What follows belongs to an exercise in optimizing a design on an open flow for small area, a short achievable clock period and few clock cycles; a production flow would make more cautious choices. Where RTL was checked, it was by simulation tests only, not by an equivalence proof against the original. No activity file was given, so power comes from the tool's default toggle rates.

Setup of 04-17:
==> flow/design.v <==
package mrhm_pkg;
   localparam int COUNT_BITS = 32;
   localparam int DEBOUNCE_BITS = 10;
   localparam int TIMEOUT_BITS  = 32;
   localparam int SECONDS_BITS  = 32;
   localparam int TICKS_BITS    = 32;
   localparam int CSR_DATA_BITS = 32;
   localparam logic [DEBOUNCE_BITS-1:0] DEBOUNCE_RESET = 10'd50;
   localparam logic [TIMEOUT_BITS-1:0]  TIMEOUT_RESET  = 32'd60000;
   typedef enum logic [0:0] {
      CSR_DEBOUNCE = 1'b0,
      CSR_TIMEOUT  = 1'b1
   } csr_index_type;
   typedef enum logic [1:0] {
      MODE_IDLE  = 2'd0,
      MODE_RUN   = 2'd1,
      MODE_PAUSE = 2'd2
   } mode_type;
   typedef enum logic [2:0] {
      EV_NONE   = 3'd0,
      EV_START  = 3'd1,
      EV_PAUSE  = 3'd2,
      EV_RESUME = 3'd3,
      EV_FINISH = 3'd4
   } event_type;
   typedef struct packed {
      logic [DEBOUNCE_BITS-1:0] debounce_ticks;
      logic [TIMEOUT_BITS-1:0]  timeout_ticks;
   } cfg_type;
   typedef struct packed {
      logic                     qualified_level;
      logic [DEBOUNCE_BITS-1:0] stable_count;
      mode_type                 run_mode;
      logic [COUNT_BITS-1:0]    elapsed;
      logic [COUNT_BITS-1:0]    on_total;
      logic [COUNT_BITS-1:0]    off_total;
      logic [SECONDS_BITS-1:0]  start_stamp;
      logic [SECONDS_BITS-1:0]  end_stamp;
   } meter_state_type;
endpackage
module mrhm_step
(
   input  logic                                       cur_run,
   input  logic                                       cur_pause,
   input  logic [mrhm_pkg::DEBOUNCE_BITS-1:0]         cur_stable,
   input  logic                                       cur_stable_ge,
   input  logic [mrhm_pkg::COUNT_BITS-1:0]            cur_elapsed1,
   input  logic                                       cur_elapsed_max,
   input  logic [mrhm_pkg::TICKS_BITS-1:0]            cur_run_sum,
   input  logic [mrhm_pkg::TICKS_BITS-1:0]            cur_on,
   input  logic [mrhm_pkg::TICKS_BITS-1:0]            cur_off,
   input  logic [mrhm_pkg::SECONDS_BITS-1:0]          cur_start,
   input  logic [mrhm_pkg::SECONDS_BITS-1:0]          cur_end,
   input  mrhm_pkg::cfg_type                          cfg,
   input  logic                                       raw_level,
   input  logic [mrhm_pkg::SECONDS_BITS-1:0]          wall_seconds,
   output logic                                       nxt_run,
   output logic                                       nxt_pause,
   output logic [mrhm_pkg::DEBOUNCE_BITS-1:0]         nxt_stable,
   output logic                                       nxt_stable_ge,
   output logic [mrhm_pkg::COUNT_BITS-1:0]            nxt_elapsed1,
   output logic                                       nxt_elapsed_max,
   output logic [mrhm_pkg::TICKS_BITS-1:0]            nxt_run_sum,
   output logic [mrhm_pkg::TICKS_BITS-1:0]            nxt_on,
   output logic [mrhm_pkg::TICKS_BITS-1:0]            nxt_off,
   output logic [mrhm_pkg::SECONDS_BITS-1:0]          nxt_start,
   output logic [mrhm_pkg::SECONDS_BITS-1:0]          nxt_end
);
   logic                             cur_idle;
   logic                             differs, counting, flip, timed_out;
   logic                             ev_start, ev_pause, ev_resume;
   logic [mrhm_pkg::DEBOUNCE_BITS-1:0] stable_inc;
   logic                             elapsed1_max;
   logic [mrhm_pkg::TICKS_BITS-1:0]  sum, other;
   assign cur_idle  = !cur_run && !cur_pause;
   assign differs    = raw_level ^ cur_run;
   assign counting   = differs && !cur_stable_ge;
   assign flip       = differs && cur_stable_ge;
   assign stable_inc = cur_stable + 1'b1;
   assign nxt_stable = counting ? stable_inc : '0;
   assign nxt_stable_ge = counting ? (cur_stable == cfg.debounce_ticks - 1'b1)
                                   : (cfg.debounce_ticks == '0);
   assign timed_out = cur_elapsed1 >= cfg.timeout_ticks;
   assign ev_start  = cur_idle  && flip;
   assign ev_pause  = cur_run   && flip;
   assign ev_resume = cur_pause && flip;
   assign nxt_run   = cur_run ^ flip;
   assign nxt_pause = ev_pause || (cur_pause && !flip && !timed_out);
   assign elapsed1_max    = &cur_elapsed1;
   assign nxt_elapsed1    = flip ? mrhm_pkg::COUNT_BITS'(1)
                          : elapsed1_max ? cur_elapsed1 : cur_elapsed1 + 1'b1;
   assign nxt_elapsed_max = !flip && elapsed1_max;
   assign sum   = cur_elapsed_max ? cur_run_sum : cur_run_sum + 1'b1;
   assign other = cur_run ? cur_off : cur_on;
   assign nxt_run_sum = !flip ? sum : cur_idle ? '0 : other;
   assign nxt_on    = ev_start ? '0 : ev_pause  ? sum : cur_on;
   assign nxt_off   = ev_start ? '0 : ev_resume ? sum : cur_off;
   assign nxt_start = ev_start ? wall_seconds : cur_start;
   assign nxt_end   = ev_pause ? wall_seconds : cur_end;
endmodule
module machine_run_hour_meter
(
   input  logic         clock,
   input  logic         reset,
   input  logic         req_tvalid,
   output logic         req_tready,
   input  logic [39:0]  req_tdata,    
   output logic         rsp_tvalid,
   input  logic         rsp_tready,
   output logic [135:0] rsp_tdata,
   input  logic                               csr_we,
   input  mrhm_pkg::csr_index_type            csr_index,
   input  logic [mrhm_pkg::CSR_DATA_BITS-1:0] csr_wdata
);
   mrhm_pkg::cfg_type                 cfg_ff;
   logic                              run_ff, pause_ff;
   logic [mrhm_pkg::DEBOUNCE_BITS-1:0] stable_ff;
   logic                              stable_ge_ff;
   logic [mrhm_pkg::COUNT_BITS-1:0]   elapsed1_ff;
   logic                              elapsed_max_ff;
   logic [mrhm_pkg::TICKS_BITS-1:0]   run_sum_ff;
   logic [mrhm_pkg::TICKS_BITS-1:0]   on_ff, off_ff;
   logic [mrhm_pkg::SECONDS_BITS-1:0] start_ff, end_ff;
   logic                              prev_run_ff, prev_pause_ff;
   mrhm_pkg::event_type               rsp_event;
   logic                              rsp_valid_ff, rsp_valid_out_ff;
   logic                              nxt_run, nxt_pause;
   logic [mrhm_pkg::DEBOUNCE_BITS-1:0] nxt_stable;
   logic                              nxt_stable_ge;
   logic [mrhm_pkg::COUNT_BITS-1:0]   nxt_elapsed1;
   logic                              nxt_elapsed_max;
   logic [mrhm_pkg::TICKS_BITS-1:0]   nxt_run_sum;
   logic [mrhm_pkg::TICKS_BITS-1:0]   nxt_on, nxt_off;
   logic [mrhm_pkg::SECONDS_BITS-1:0] nxt_start, nxt_end;
   logic                              req_accept;
   assign req_tready = !rsp_valid_out_ff || rsp_tready;
   assign req_accept = req_tvalid && (!rsp_valid_ff || rsp_tready);
   always_ff @(posedge clock) begin
      if (reset) begin
         cfg_ff.debounce_ticks <= mrhm_pkg::DEBOUNCE_RESET;
         cfg_ff.timeout_ticks  <= mrhm_pkg::TIMEOUT_RESET;
      end else if (csr_we) begin
         if (csr_index == mrhm_pkg::CSR_DEBOUNCE)
            cfg_ff.debounce_ticks <= csr_wdata[mrhm_pkg::DEBOUNCE_BITS-1:0];
         else
            cfg_ff.timeout_ticks  <= csr_wdata[mrhm_pkg::TIMEOUT_BITS-1:0];
      end
   end
   mrhm_step u_step (
      .cur_run      (run_ff),
      .cur_pause    (pause_ff),
      .cur_stable   (stable_ff),
      .cur_stable_ge (stable_ge_ff),
      .cur_elapsed1 (elapsed1_ff),
      .cur_elapsed_max (elapsed_max_ff),
      .cur_run_sum  (run_sum_ff),
      .cur_on       (on_ff),
      .cur_off      (off_ff),
      .cur_start    (start_ff),
      .cur_end      (end_ff),
      .cfg          (cfg_ff),
      .raw_level    (req_tdata[0] | req_tdata[1]),
      .wall_seconds (req_tdata[33:2]),
      .nxt_run      (nxt_run),
      .nxt_pause    (nxt_pause),
      .nxt_stable   (nxt_stable),
      .nxt_stable_ge (nxt_stable_ge),
      .nxt_elapsed1 (nxt_elapsed1),
      .nxt_elapsed_max (nxt_elapsed_max),
      .nxt_run_sum  (nxt_run_sum),
      .nxt_on       (nxt_on),
      .nxt_off      (nxt_off),
      .nxt_start    (nxt_start),
      .nxt_end      (nxt_end)
   );
   always_ff @(posedge clock) begin
      if (reset) begin
         run_ff      <= 1'b0;
         pause_ff    <= 1'b0;
         stable_ff   <= '0;
         on_ff       <= '0;
         off_ff      <= '0;
         start_ff    <= '0;
         end_ff      <= '0;
      end else if (req_accept) begin
         run_ff      <= nxt_run;
         pause_ff    <= nxt_pause;
         stable_ff   <= nxt_stable;
         on_ff       <= nxt_on;
         off_ff      <= nxt_off;
         start_ff    <= nxt_start;
         end_ff      <= nxt_end;
      end
   end
   always_ff @(posedge clock) begin
      if (req_accept) begin
         elapsed1_ff    <= nxt_elapsed1;
         elapsed_max_ff <= nxt_elapsed_max;
         run_sum_ff     <= nxt_run_sum;
      end
   end
   always_ff @(posedge clock) begin
      if (reset) begin
         stable_ge_ff <= 1'b0;
      end else if (req_accept) begin
         stable_ge_ff <= nxt_stable_ge;
      end else if (csr_we && csr_index == mrhm_pkg::CSR_DEBOUNCE) begin
         stable_ge_ff <= stable_ff >= csr_wdata[mrhm_pkg::DEBOUNCE_BITS-1:0];
      end
   end
   always_ff @(posedge clock) begin
      if (req_accept) begin
         prev_run_ff   <= run_ff;
         prev_pause_ff <= pause_ff;
      end
   end
   assign rsp_event = mrhm_pkg::event_type'({
      prev_pause_ff && !run_ff && !pause_ff,
      (prev_run_ff && pause_ff) || (prev_pause_ff && run_ff),
      run_ff && !prev_run_ff});
   always_ff @(posedge clock) begin
      if (reset) begin
         rsp_valid_ff <= 1'b0;
      end else if (req_accept) begin
         rsp_valid_ff <= 1'b1;
      end else if (rsp_tready) begin
         rsp_valid_ff <= 1'b0;
      end
   end
   always_ff @(posedge clock) begin
      if (reset) begin
         rsp_valid_out_ff <= 1'b0;
      end else if (req_tvalid && req_tready) begin
         rsp_valid_out_ff <= 1'b1;
      end else if (rsp_tready) begin
         rsp_valid_out_ff <= 1'b0;
      end
   end
   assign rsp_tvalid = rsp_valid_out_ff;
   assign rsp_tdata  = {3'b000, end_ff, start_ff, off_ff, on_ff,
                        pause_ff, run_ff, rsp_event};
endmodule
Settings: LEC_CHECK=0, CAP_MARGIN=20, CORE_MARGIN=2, CORE_UTILIZATION=60, CTS_CLUSTER_DIAMETER=100, CTS_CLUSTER_SIZE=30, PLACE_DENSITY=0.75, SETUP_SLACK_MARGIN=2.6, SLEW_MARGIN=20; clock period 5.0 ns.
standard.sh (not shown) runs the stock make flow with config.mk's settings and CLKGATE_MAP_FILE= SYNTH_SCRIPT=/design/flow/synth_recipe.tcl, a recipe that flattens the netlist after the stock synthesis.
==> flow/flow/run.sh <==
#!/bin/bash
export BUFFER_PORTS_ARGS="-buffer_cell sky130_fd_sc_hd__buf_1"
bash standard.sh finish > standard.log 2>&1
04-17 ended with every stage complete and zero timing, DRC or antenna violations.
Testbench counts of 04-17, summed over its fixed seeds: cycles 24,082.
### 04-17 -> 08-23
--- a/flow/design.v
+++ b/flow/design.v
@@ -62,32 +62,33 @@
    output logic                                       nxt_elapsed_max,
    output logic [mrhm_pkg::TICKS_BITS-1:0]            nxt_run_sum,
    output logic [mrhm_pkg::TICKS_BITS-1:0]            nxt_on,
    output logic [mrhm_pkg::TICKS_BITS-1:0]            nxt_off,
    output logic [mrhm_pkg::SECONDS_BITS-1:0]          nxt_start,
-   output logic [mrhm_pkg::SECONDS_BITS-1:0]          nxt_end
+   output logic [mrhm_pkg::SECONDS_BITS-1:0]          nxt_end,
+   output mrhm_pkg::event_type                        tick_event
 );
    logic                             cur_idle;
-   logic                             differs, counting, flip, timed_out;
+   logic                             counting, flip, timed_out;
    logic                             ev_start, ev_pause, ev_resume;
    logic [mrhm_pkg::DEBOUNCE_BITS-1:0] stable_inc;
    logic                             elapsed1_max;
    logic [mrhm_pkg::TICKS_BITS-1:0]  sum, other;
    assign cur_idle  = !cur_run && !cur_pause;
-   assign differs    = raw_level ^ cur_run;
-   assign counting   = differs && !cur_stable_ge;
-   assign flip       = differs && cur_stable_ge;
+   assign ev_pause  = cur_run   && !raw_level && cur_stable_ge;
+   assign ev_start  = cur_idle  &&  raw_level && cur_stable_ge;
+   assign ev_resume = cur_pause &&  raw_level && cur_stable_ge;
+   assign flip      = ev_pause || ev_start || ev_resume;
+   assign counting  = (cur_run && !raw_level && !cur_stable_ge)
+                   || (!cur_run && raw_level && !cur_stable_ge);
    assign stable_inc = cur_stable + 1'b1;
    assign nxt_stable = counting ? stable_inc : '0;
    assign nxt_stable_ge = counting ? (cur_stable == cfg.debounce_ticks - 1'b1)
                                    : (cfg.debounce_ticks == '0);
    assign timed_out = cur_elapsed1 >= cfg.timeout_ticks;
-   assign ev_start  = cur_idle  && flip;
-   assign ev_pause  = cur_run   && flip;
-   assign ev_resume = cur_pause && flip;
-   assign nxt_run   = cur_run ^ flip;
-   assign nxt_pause = ev_pause || (cur_pause && !flip && !timed_out);
+   assign nxt_run   = ev_start || ev_resume || (cur_run && !ev_pause);
+   assign nxt_pause = ev_pause || (cur_pause && !ev_resume && !timed_out);
    assign elapsed1_max    = &cur_elapsed1;
    assign nxt_elapsed1    = flip ? mrhm_pkg::COUNT_BITS'(1)
                           : elapsed1_max ? cur_elapsed1 : cur_elapsed1 + 1'b1;
    assign nxt_elapsed_max = !flip && elapsed1_max;
    assign sum   = cur_elapsed_max ? cur_run_sum : cur_run_sum + 1'b1;
@@ -95,10 +96,14 @@
    assign nxt_run_sum = !flip ? sum : cur_idle ? '0 : other;
    assign nxt_on    = ev_start ? '0 : ev_pause  ? sum : cur_on;
    assign nxt_off   = ev_start ? '0 : ev_resume ? sum : cur_off;
    assign nxt_start = ev_start ? wall_seconds : cur_start;
    assign nxt_end   = ev_pause ? wall_seconds : cur_end;
+   assign tick_event = mrhm_pkg::event_type'({
+      cur_pause && !ev_resume && timed_out,    
+      ev_pause || ev_resume,
+      ev_start || ev_resume});
 endmodule
 module machine_run_hour_meter
 (
    input  logic         clock,
    input  logic         reset,
@@ -119,12 +124,11 @@
    logic [mrhm_pkg::COUNT_BITS-1:0]   elapsed1_ff;
    logic                              elapsed_max_ff;
    logic [mrhm_pkg::TICKS_BITS-1:0]   run_sum_ff;
    logic [mrhm_pkg::TICKS_BITS-1:0]   on_ff, off_ff;
    logic [mrhm_pkg::SECONDS_BITS-1:0] start_ff, end_ff;
-   logic                              prev_run_ff, prev_pause_ff;
-   mrhm_pkg::event_type               rsp_event;
+   mrhm_pkg::event_type               event_ff, tick_event;
    logic                              rsp_valid_ff, rsp_valid_out_ff;
    logic                              nxt_run, nxt_pause;
    logic [mrhm_pkg::DEBOUNCE_BITS-1:0] nxt_stable;
    logic                              nxt_stable_ge;
    logic [mrhm_pkg::COUNT_BITS-1:0]   nxt_elapsed1;
@@ -169,11 +173,12 @@
       .nxt_elapsed_max (nxt_elapsed_max),
       .nxt_run_sum  (nxt_run_sum),
       .nxt_on       (nxt_on),
       .nxt_off      (nxt_off),
       .nxt_start    (nxt_start),
-      .nxt_end      (nxt_end)
+      .nxt_end      (nxt_end),
+      .tick_event   (tick_event)
    );
    always_ff @(posedge clock) begin
       if (reset) begin
          run_ff      <= 1'b0;
          pause_ff    <= 1'b0;
@@ -208,18 +213,13 @@
          stable_ge_ff <= stable_ff >= csr_wdata[mrhm_pkg::DEBOUNCE_BITS-1:0];
       end
    end
    always_ff @(posedge clock) begin
       if (req_accept) begin
-         prev_run_ff   <= run_ff;
-         prev_pause_ff <= pause_ff;
-      end
-   end
-   assign rsp_event = mrhm_pkg::event_type'({
-      prev_pause_ff && !run_ff && !pause_ff,
-      (prev_run_ff && pause_ff) || (prev_pause_ff && run_ff),
-      run_ff && !prev_run_ff});
+         event_ff <= tick_event;
+      end
+   end
    always_ff @(posedge clock) begin
       if (reset) begin
          rsp_valid_ff <= 1'b0;
       end else if (req_accept) begin
          rsp_valid_ff <= 1'b1;
@@ -236,7 +236,7 @@
          rsp_valid_out_ff <= 1'b0;
       end
    end
    assign rsp_tvalid = rsp_valid_out_ff;
    assign rsp_tdata  = {3'b000, end_ff, start_ff, off_ff, on_ff,
-                        pause_ff, run_ff, rsp_event};
+                        pause_ff, run_ff, event_ff};
 endmodule
--- outcome ---
Cell leakage power in 08-23 is about 4.3% lower than in 04-17
Looking at synthesis-to-layout area growth, 08-23 sits 0.84 points lower than 04-17 does.
Between 08-23 and 04-17, the clock-buffer cell count is lower for 04-17.
| number of clock sinks | higher: 08-23 |
Relative to 04-17, initial core utilization has gone down in 08-23.
Peak clock frequency supported by timing for 08-23: 1.7 MHz up relative to 04-17
Going from 04-17 to 08-23, minimum clock period after layout has decreased, combinational cell fraction of total power now larger.
Going from 04-17 to 08-23, sequential cell count grows by about 0.4%.
Number of fill cells in the layout: lower on 04-17
Going from 04-17 to 08-23, proportion of cell area occupied by registers grows by 0.70 points.
Wire length of the first global-routing pass, 08-23 vs 04-17: down slightly
Across both runs, post-placement worst setup slack was lower for 08-23 than for 04-17.
No functional check of the RTL was part of 08-23.

afterwards: timing with drivers on the ports:
The results above use ideal ports. As a check the final layouts listed here were re-extracted and re-timed, cells and wires unchanged.
Step 1 assumes that a clkbuf_16 drives the clock port and a buf_2 every other input.
Step 2 times the ports against the registers' clock, not the clock port: input delays grow and output delays shrink by t, the midpoint of the rising clock arrivals with the driver on.
Three values: ideal, step 1, step 2; two values: the first two.
run | t (ns) | slack for setup (ns) | worst hold slack (ns) | worst register clock-pin slew, ns | cell pins on the clock port's net
04-17 | 0.534 | 2.604 / 2.555 / 2.118 | 0.458 / 0.458 / 0.458 | 0.12 / 0.12 | 1
08-23 | 0.530 | 2.614 / 2.611 / 2.108 | 0.461 / 0.461 / 0.461 | 0.12 / 0.12 | 1
After both steps setup and hold are still met in every run listed. The setup slack of 08-23, which loses most, moves by -0.003 ns with the drivers and by -0.506 ns with both steps.
